This design comes from an exercise in tuning for small area, a short achievable clock period and few clock cycles per item on the open sky130 flow, not from production work.
The RTL was checked by simulation tests, not by an equivalence proof against the original design.
Power and IR drop assume default switching activity.

===== flow/design.v =====
package bcd_pkg;
  localparam int DEPTH_DEFAULT      = 64;
  localparam int DATA_WIDTH_DEFAULT = 32;
  localparam int OP_W    = 3;
  localparam int VALUE_W = 32;
  localparam int CAP_W   = 7;
  localparam int OCC_W   = 7;
  localparam int              CFG_DATA_W  = 32;
  localparam int              CFG_ADDR_W  = 2;
  localparam logic [CAP_W-1:0] CAP_RESET  = 7'd64;
  localparam logic [CFG_ADDR_W-1:0] REG_CAPACITY = '0;
  localparam logic [OP_W-1:0] OP_INS_FRONT = 3'd0;
  localparam logic [OP_W-1:0] OP_INS_REAR  = 3'd1;
  localparam logic [OP_W-1:0] OP_DEL_FRONT = 3'd2;
  localparam logic [OP_W-1:0] OP_DEL_REAR  = 3'd3;
  localparam logic [OP_W-1:0] OP_PEEK      = 3'd4;
  typedef struct packed {
    logic        [OP_W-1:0]    op;
    logic signed [VALUE_W-1:0] value;
  } bcd_in_t;
  typedef struct packed {
    logic                      ok;
    logic signed [VALUE_W-1:0] front_value;
    logic signed [VALUE_W-1:0] rear_value;
    logic                      is_empty;
    logic                      is_full;
    logic        [OCC_W-1:0]   occupancy;
  } bcd_out_t;
endpackage
module bounded_circular_deque_unit #(
  parameter int DEPTH      = bcd_pkg::DEPTH_DEFAULT,
  parameter int DATA_WIDTH = bcd_pkg::DATA_WIDTH_DEFAULT
) (
  input  logic                  clk,
  input  logic                  rst_n,
  input  logic                  in_valid,
  output logic                  in_stall,
  input  logic [34:0]           in_data,
  output logic                  out_valid,
  input  logic                  out_stall,
  output logic [73:0]           out_data,
  input  logic                  psel,
  input  logic                  penable,
  input  logic                  pwrite,
  input  logic [bcd_pkg::CFG_ADDR_W-1:0] paddr,
  input  logic [bcd_pkg::CFG_DATA_W-1:0] pwdata,
  output logic [bcd_pkg::CFG_DATA_W-1:0] prdata,
  output logic                  pready
);
  localparam int AW = 6;
  localparam int CW = 7;
  localparam int DW = 32;
  logic [6:0] capacity_r;
  logic [6:0] cap_eff;
  logic       cfg_wr;
  assign pready = 1'b1;
  assign cfg_wr = psel && penable && pwrite;
  assign prdata = {25'd0, capacity_r};
  assign cap_eff = capacity_r[6] ? 7'd64 : capacity_r;
  always_ff @(posedge clk) begin
    if (!rst_n) begin
      capacity_r <= bcd_pkg::CAP_RESET;
    end else if (cfg_wr) begin
      capacity_r <= pwdata[6:0];
    end
  end
  logic          ir_v;
  logic [2:0]    ir_op;
  logic [DW-1:0] ir_val;
  logic [AW-1:0] head_r, tail_r;
  logic [CW-1:0] count_r;
  logic          full_r;
  logic          out_v, sk_v;
  logic [73:0]   out_r, sk_r;
  logic          go, take;
  logic [73:0]   res;
  assign go       = ir_v && !(out_v && sk_v);
  assign take     = out_v && !out_stall;
  assign in_stall = ir_v && out_v && sk_v;
  always_ff @(posedge clk) begin
    if (!rst_n) begin
      ir_v <= 1'b0;
    end else if (!ir_v || go) begin
      ir_v <= in_valid;
    end
  end
  always_ff @(posedge clk) begin
    if (!ir_v || go) begin
      ir_op  <= in_data[34:32];
      ir_val <= in_data[31:0];
    end
  end
  logic op_if, op_ir, op_df, op_dr, op_pk;
  logic empty, one;
  logic ins_ok, del_ok, ok;
  assign op_if = (ir_op == bcd_pkg::OP_INS_FRONT);
  assign op_ir = (ir_op == bcd_pkg::OP_INS_REAR);
  assign op_df = (ir_op == bcd_pkg::OP_DEL_FRONT);
  assign op_dr = (ir_op == bcd_pkg::OP_DEL_REAR);
  assign op_pk = (ir_op == bcd_pkg::OP_PEEK);
  assign empty  = (count_r == '0);
  assign one    = (count_r == CW'(1));
  assign ins_ok = (op_if || op_ir) && !full_r;
  assign del_ok = (op_df || op_dr) && !empty;
  assign ok     = ins_ok || del_ok || op_pk;
  logic [DEPTH-1:0] head_oh, tail_oh;
  always_comb begin
    for (int i = 0; i < DEPTH; i++) begin
      head_oh[i] = (head_r == AW'(i));
      tail_oh[i] = (tail_r == AW'(i));
    end
  end
  logic [DW-1:0]    mem [DEPTH];
  logic [DEPTH-1:0] we, rsel;
  logic [DW-1:0]    rd;
  always_comb begin
    for (int i = 0; i < DEPTH; i++) begin
      we[i]   = go && !full_r && ((op_if && head_oh[(i + 1) % DEPTH]) ||
                                  (op_ir && tail_oh[i]));
      rsel[i] = (op_df && head_oh[(i + DEPTH - 1) % DEPTH]) ||
                (op_dr && tail_oh[(i + 2) % DEPTH]);
    end
  end
  always_ff @(posedge clk) begin
    for (int i = 0; i < DEPTH; i++) begin
      if (we[i]) mem[i] <= ir_val;
    end
  end
  always_comb begin
    rd = '0;
    for (int i = 0; i < DEPTH; i++) begin
      rd = rd | (mem[i] & {DW{rsel[i]}});
    end
  end
  logic [CW-1:0] count_n;
  logic          empty_n, full_n;
  logic [DW-1:0] front_n, rear_n, last_front, last_rear;
  assign last_front = out_r[72:41];
  assign last_rear  = out_r[40:9];
  always_comb begin
    count_n = count_r;
    if (ins_ok) count_n = count_r + 1'b1;
    else if (del_ok) count_n = count_r - 1'b1;
  end
  assign empty_n = (count_n == '0);
  assign full_n  = (count_n >= cap_eff);
  always_comb begin
    front_n = last_front;
    rear_n  = last_rear;
    if (ins_ok) begin
      if (op_if || empty) front_n = ir_val;
      if (op_ir || empty) rear_n  = ir_val;
    end else if (del_ok) begin
      if (op_df) front_n = rd;
      if (op_dr) rear_n  = rd;
    end
    if (empty_n) begin
      front_n = '1;
      rear_n  = '1;
    end
  end
  assign res = {ok, front_n, rear_n, empty_n, full_n, count_n};
  always_ff @(posedge clk) begin
    if (!rst_n) begin
      head_r  <= '0;
      tail_r  <= '0;
      count_r <= '0;
      full_r  <= 1'b0;
    end else if (go) begin
      count_r <= count_n;
      full_r  <= full_n;
      if (ins_ok && op_if) head_r <= head_r - 1'b1;
      if (del_ok && op_df) head_r <= head_r + 1'b1;
      if (ins_ok && op_ir) tail_r <= tail_r + 1'b1;
      if (del_ok && op_dr) tail_r <= tail_r - 1'b1;
    end else begin
      full_r <= (count_r >= cap_eff);
    end
  end
  always_ff @(posedge clk) begin
    if (!rst_n) begin
      out_v <= 1'b0;
      sk_v  <= 1'b0;
    end else begin
      if (!out_v || take) begin
        out_v <= sk_v || go;
        sk_v  <= sk_v && go;
      end else begin
        sk_v  <= sk_v || go;
      end
    end
  end
  always_ff @(posedge clk) begin
    if (!out_v || take) begin
      if (sk_v) out_r <= sk_r;
      else if (go) out_r <= res;
    end
    if (go && (sk_v || (out_v && !take))) begin
      sk_r <= res;
    end
  end
  assign out_valid = out_v;
  assign out_data  = out_r;
endmodule

===== flow/run.sh =====
#!/bin/bash
# synth_recipe.tcl (not shown) runs the flow's synth.tcl, then flattens the netlist and writes it again
# the make line also repeats each setting of config.mk as NAME=value (left out here)
make -C /OpenROAD-flow-scripts/flow DESIGN_CONFIG=/design/flow/config.mk WORK_HOME=/design/flow/orfs CLKGATE_MAP_FILE= SYNTH_SCRIPT=/design/flow/synth_recipe.tcl finish

===== flow/config.mk =====
export PLATFORM = sky130hd
export DESIGN_NAME = bounded_circular_deque_unit
export DESIGN_NICKNAME = bounded_circular_deque_unit
export VERILOG_FILES = /design/flow/design.v
export SDC_FILE = /design/flow/constraint.sdc
export NUM_CORES = 4
export LEC_CHECK = 0
export CAP_MARGIN = 20
export CORE_MARGIN = 2
export CORE_UTILIZATION = 40
export SLEW_MARGIN = 20

===== flow/constraint.sdc =====
create_clock -name core_clock -period 7.0 [get_ports {clk}]
set_input_delay 1.4000 -clock core_clock [delete_from_list [all_inputs] [get_ports {clk}]]
set_output_delay 1.4000 -clock core_clock [all_outputs]
set_load 0.01 [all_outputs]

==> results.txt <==
Clock network
Clock tree synthesis selected as its root buffer the cell clkbuf_16. TritonCTS created 216 clock buffers. The clock network latency to the later pin of the worst-skew pair is 0.89 ns. The clock edge transition at the registers on the reported setup and hold paths is 0.06 ns. CTS built an H-tree with a depth of 4. The clock drives 2261 sinks. The longest clock path from root to sink contains 3 buffers. The number of gates resized after cts is 0. Once the clock tree was built, the setup fixing pass inserted 0 buffers. The number of buffers added to fix hold violations after cts is 0. TritonCTS built the clock tree.

Yosys
By area the synthesized netlist is led by edfxtp_1 (79%), a221oi_1 (4.0%), a22o_1 (3.7%). The mapped netlist covers 84800 um^2. The largest total area in the synthesized netlist belongs to edfxtp_1.

The mean area per synthesized cell is 17.8 um^2. The number of synthesis warnings is 2. By instance count, the leading cell after synthesis is edfxtp_1. In the synthesized netlist the async set-or-reset flop fraction comes to 0%. The area fraction of the dominant cell type after synthesis is 79.0%. The sequential fraction of the synthesis area is 79.7%.

The cell count after synthesis came out at 4754. Synthesis inferred 2261 register bits. Ranked by instance count, the synthesized netlist is headed by edfxtp_1 (2231), a221oi_1 (389), a22o_1 (362). The top flip-flop cell by instance count after synthesis is edfxtp_1. The count of cell types in the netlist is 60. The count of flip-flops with a built-in enable after synthesis is 2231.

Floorplan
The die boundary height is 464 um. The die extent in x is 464 um. 185 I/O pins were placed. The die covers 216000 um^2. The initial utilization of the core area, before any placement, comes to 40.1%. The floorplan step defined a core boundary enclosing 211000 um^2. In this run the core area contains 169 standard-cell rows.

Route
The number of vias per cell is 6.67. For this block, the via count after detailed routing is 53.8k. After detailed routing, the total wire length is 316000 um. For this run, design rule violations remaining after detail routing come to 0. Dividing the detail-routed wire length by the instance count gives 39.3 um.

The first-iteration detailed-routing DRC count is 10.2k. The number of nets with antenna violations after detailed routing is 0. The number of detailed-route iterations in the first pass is 7.

Placement
The cell area reported after detailed placement is 92400 um^2. At the end of routability-driven placement, the weighted congestion stood at 0.888. The number of buffer cells added on primary ports is 131.

The HPWL after detailed placement is 176000 um.

Layout
Compared with the post-synthesis result, the final layout area differs by 17.1%. For this run, the post-layout net count is 5152. After filler insertion, the fill cell instance count of the layout stands at 17.7k.

The fraction of final layout cells with drive strength greater than 1 is 14.1%. The summed area of non-filler cells in the final layout is 99300 um^2.

Global route
The total global-route track usage is 28.6%. The via count of the first global-routing pass is 49.3k. The number of antenna violations at the first check in global routing came to 17. The wire length of the first global-routing pass is 423000 um. The total overflow left after global routing is 0. Entering global routing, the biggest net connects 123 pins.

Power
In this run, flip-flops and latches consume 54.4% of the power. The design internal power is 21700 uW. Of the total power, combinational logic draws 3.9%. Summed over all cells, the static leakage comes to 0.0305 uW. In this run, the clock network consumes 41.7% of the power. The worst supply voltage drop on vdd is 0.000300 V.

Of the total power, the share spent switching nets is 21.6%. The switching component of the power is 5980 uW. Dividing total power by cell area gives a power density of 279 nW/um^2.

Worst setup path
Data arrives at the worst endpoint at 5.86 ns. The capture instance of the worst register-to-register path is out_r[42]. The worst register-to-register path has a depth of 11. In this run the worst setup path begins at ir_op[0].

The classification of the worst setup path is reg2reg. STA puts the critical path data required time at 7.56 ns. For flop-to-flop paths, the worst setup slack is 1.70 ns. The reg-to-reg startpoint is ir_op[0]. The endpoint class of the critical path is a register. Following the worst setup path forward leads to its endpoint at out_r[42]. The maximum net fanout on the critical path is 21. The worst setup path is launched from a register.

Timing
The final count of negative-setup-slack endpoints is 0. The clock skew after layout is 0.0540 ns. The final critical-path share of the clock period is 75.6%. The final hold violation count is 0. The worst path needs 5.30 ns of the cycle, external delays included. At the pin with the least slew margin, the transition time is 1.35 ns. Headroom to the max-slew limit came out at 9.69%.

The number of slew-limit violations in the final report is 0. The final-layout setup total negative slack is 0 ns. Setup repair after global routing left no endpoint under its margin. The smallest hold slack is 0.529 ns.

The highest clock rate is 189 MHz.

Worst hold path
The worst min-delay path category is reg2reg.

Flow run
The max-capacitance violation count is 0.

Status
The run finished with no timing, DRC or antenna violations.
==> power groups by stage <==
| stage | Clock, uW | Sequential [uW] | Combinational (uW) |
|---|---|---|---|
| final | 11500 | 15100 | 1090 |
| after global routing | 12100 | 15100 | 1160 |
| after CTS | 11600 | 15100 | 1070 |
| after detailed placement | 0 | 15300 | 1070 |
| after global placement | 0 | 15300 | 1040 |
| after floorplan | 0 | 15400 | 488 |
==> worst min path at each step <==
stage / from / endpoint / slack (ns) / depth (start not counted)
3_3_place_gp: capacity_r[0] / capacity_r[0] / 0.50 / 2
3_5_place_dp: capacity_r[0] / capacity_r[0] / 0.51 / 2
5_1_grt: sk_r[8] / out_r[8] / 0.57 / 1
2_1_floorplan: sk_r[3] / out_r[3] / 0.50 / 2
4_1_cts: capacity_r[0] / capacity_r[0] / 0.53 / 2
6_report: capacity_r[0] / capacity_r[0] / 0.53 / 2
==> critical path: stages, from the launching register on <==
cell	delay [ns]
edfxtp_1	0.69
nand4bb_4	0.70
buf_4	0.49
o22ai_4	0.23
buf_4	0.35
buf_4	0.28
a22o_1	0.25
a221oi_1	0.23
nand4_1	0.43
nor4_1	0.91
buf_4	0.26
a221oi_1	0.07
==> sequential cells by signal, summed over array words and instances, names as in the netlist <==
signal and count:
full_r 1, out_v 1, sk_v 1, ir_op 3
ir_v 1, sk_r 74, out_r 74, head_r 6
ir_val 32, mem 2048, capacity_r 7, tail_r 6
count_r 7
==> per-stage QoR <==
stage / worst slack [ns] / utilization [%] / total power, uW / cells
after global placement: 1.91 / 43.6 / 16400 / 7649
after detailed placement: 1.88 / 43.7 / 16400 / 7652
after CTS: 1.94 / 47.0 / 27700 / 8056
after floorplan: 1.46 / - / 15900 / 4778
final: 1.70 / 47.0 / 27700 / 8059
after global routing: 1.72 / 47.0 / 28300 / 8057
==> cell usage in the layout (no fill, tap or decap), types with 15 or more instances in the layout <==
cell,synthesis,final
nor4_1,34,16
a22o_1,362,362
buf_4,30,256
and4_1,42,42
nor3_1,72,70
dfxtp_1,30,29
nor2_1,111,109
nand2_1,83,82
a21oi_1,76,75
a221oi_1,389,389
clkbuf_16,0,218
o22a_1,64,64
conb_1,2,26
clkbuf_1,240,45
edfxtp_1,2231,2231
nand4b_1,25,25
bufinv_16,0,17
clkinv_1,0,70
nand4_1,134,134
o22ai_4,0,128
clkinv_2,0,26
ha_1,27,27
a22oi_1,339,339
clkdlybuf4s50_1,0,131
inv_1,81,80
nor4_2,1,15
==> routing by layer <==
| metal | vias to the layer above | routed length [um] | global-route usage (%) |
|---|---|---|---|
| met1 | 27600 | 113000 | 38.1 |
| met4 | 6 | 15400 | 11.3 |
| met2 | 4470 | 142000 | 43.8 |
| met3 | 839 | 46500 | 8.70 |
| met5 | - | 38 | 0 |
| li1 | 20800 | - | - |
==> logic make-up (layout without fill, tap and decap cells) <==
| group | Yosys count | in the layout | share of synthesized area (%) |
|---|---|---|---|
| buffers and inverters | 421 | 878 | 2.09 |
| xor gates and xnor gates | 10 | 10 | 0.103 |
| adders and majority gates | 27 | 27 | 0.398 |
| AOI/OAI and AO/OA | 1406 | 1406 | 13.2 |
| and+or+nand+nor | 606 | 606 | 4.23 |
| other | 2 | 29 | 0.00885 |
| muxes | 21 | 21 | 0.260 |
| DFF | 2261 | 2261 | 79.7 |
==> area by class of cell <==
class / count / area (um^2) / area share, %
Antenna cell: 3 / 7.51 / 0.00756
Clock buffer: 263 / 5620 / 5.66
Clock inverter: 141 / 1320 / 1.33
Inverter: 81 / 304 / 0.306
Multi-Input combinational cell: 2096 / 17600 / 17.7
Sequential cell: 2261 / 67600 / 68.1
Tap cell: 2821 / 3530 / 3.55
Timing Repair Buffer: 393 / 3380 / 3.40
Testbench counts, summed over its fixed seeds: cycles 12,016, items 12,000.

==> separate check: timing with driven ports <==
No port has a modelled driver above. Below, the same layout with a new extraction and two added sets of constraints.
Step 1 assumes that a clkbuf_16 drives the clock port and a buf_2 every other input.
Step 2 times the ports against the registers' clock, not the clock port: input delays grow and output delays shrink by t, the midpoint of the rising clock arrivals with the driver on.
Slacks: no drivers / after step 1 / after step 2; pairs: no drivers / after step 1.
shift t [ns]: 0.941
setup slack, ns: 1.705 / 1.705 / 1.705
hold WS [ns]: 0.529 / 0.529 / 0.529
After both steps this run still meets setup and hold. For this run, drivers alone change the setup slack by 0.000 ns; drivers and shift together by 0.000 ns.
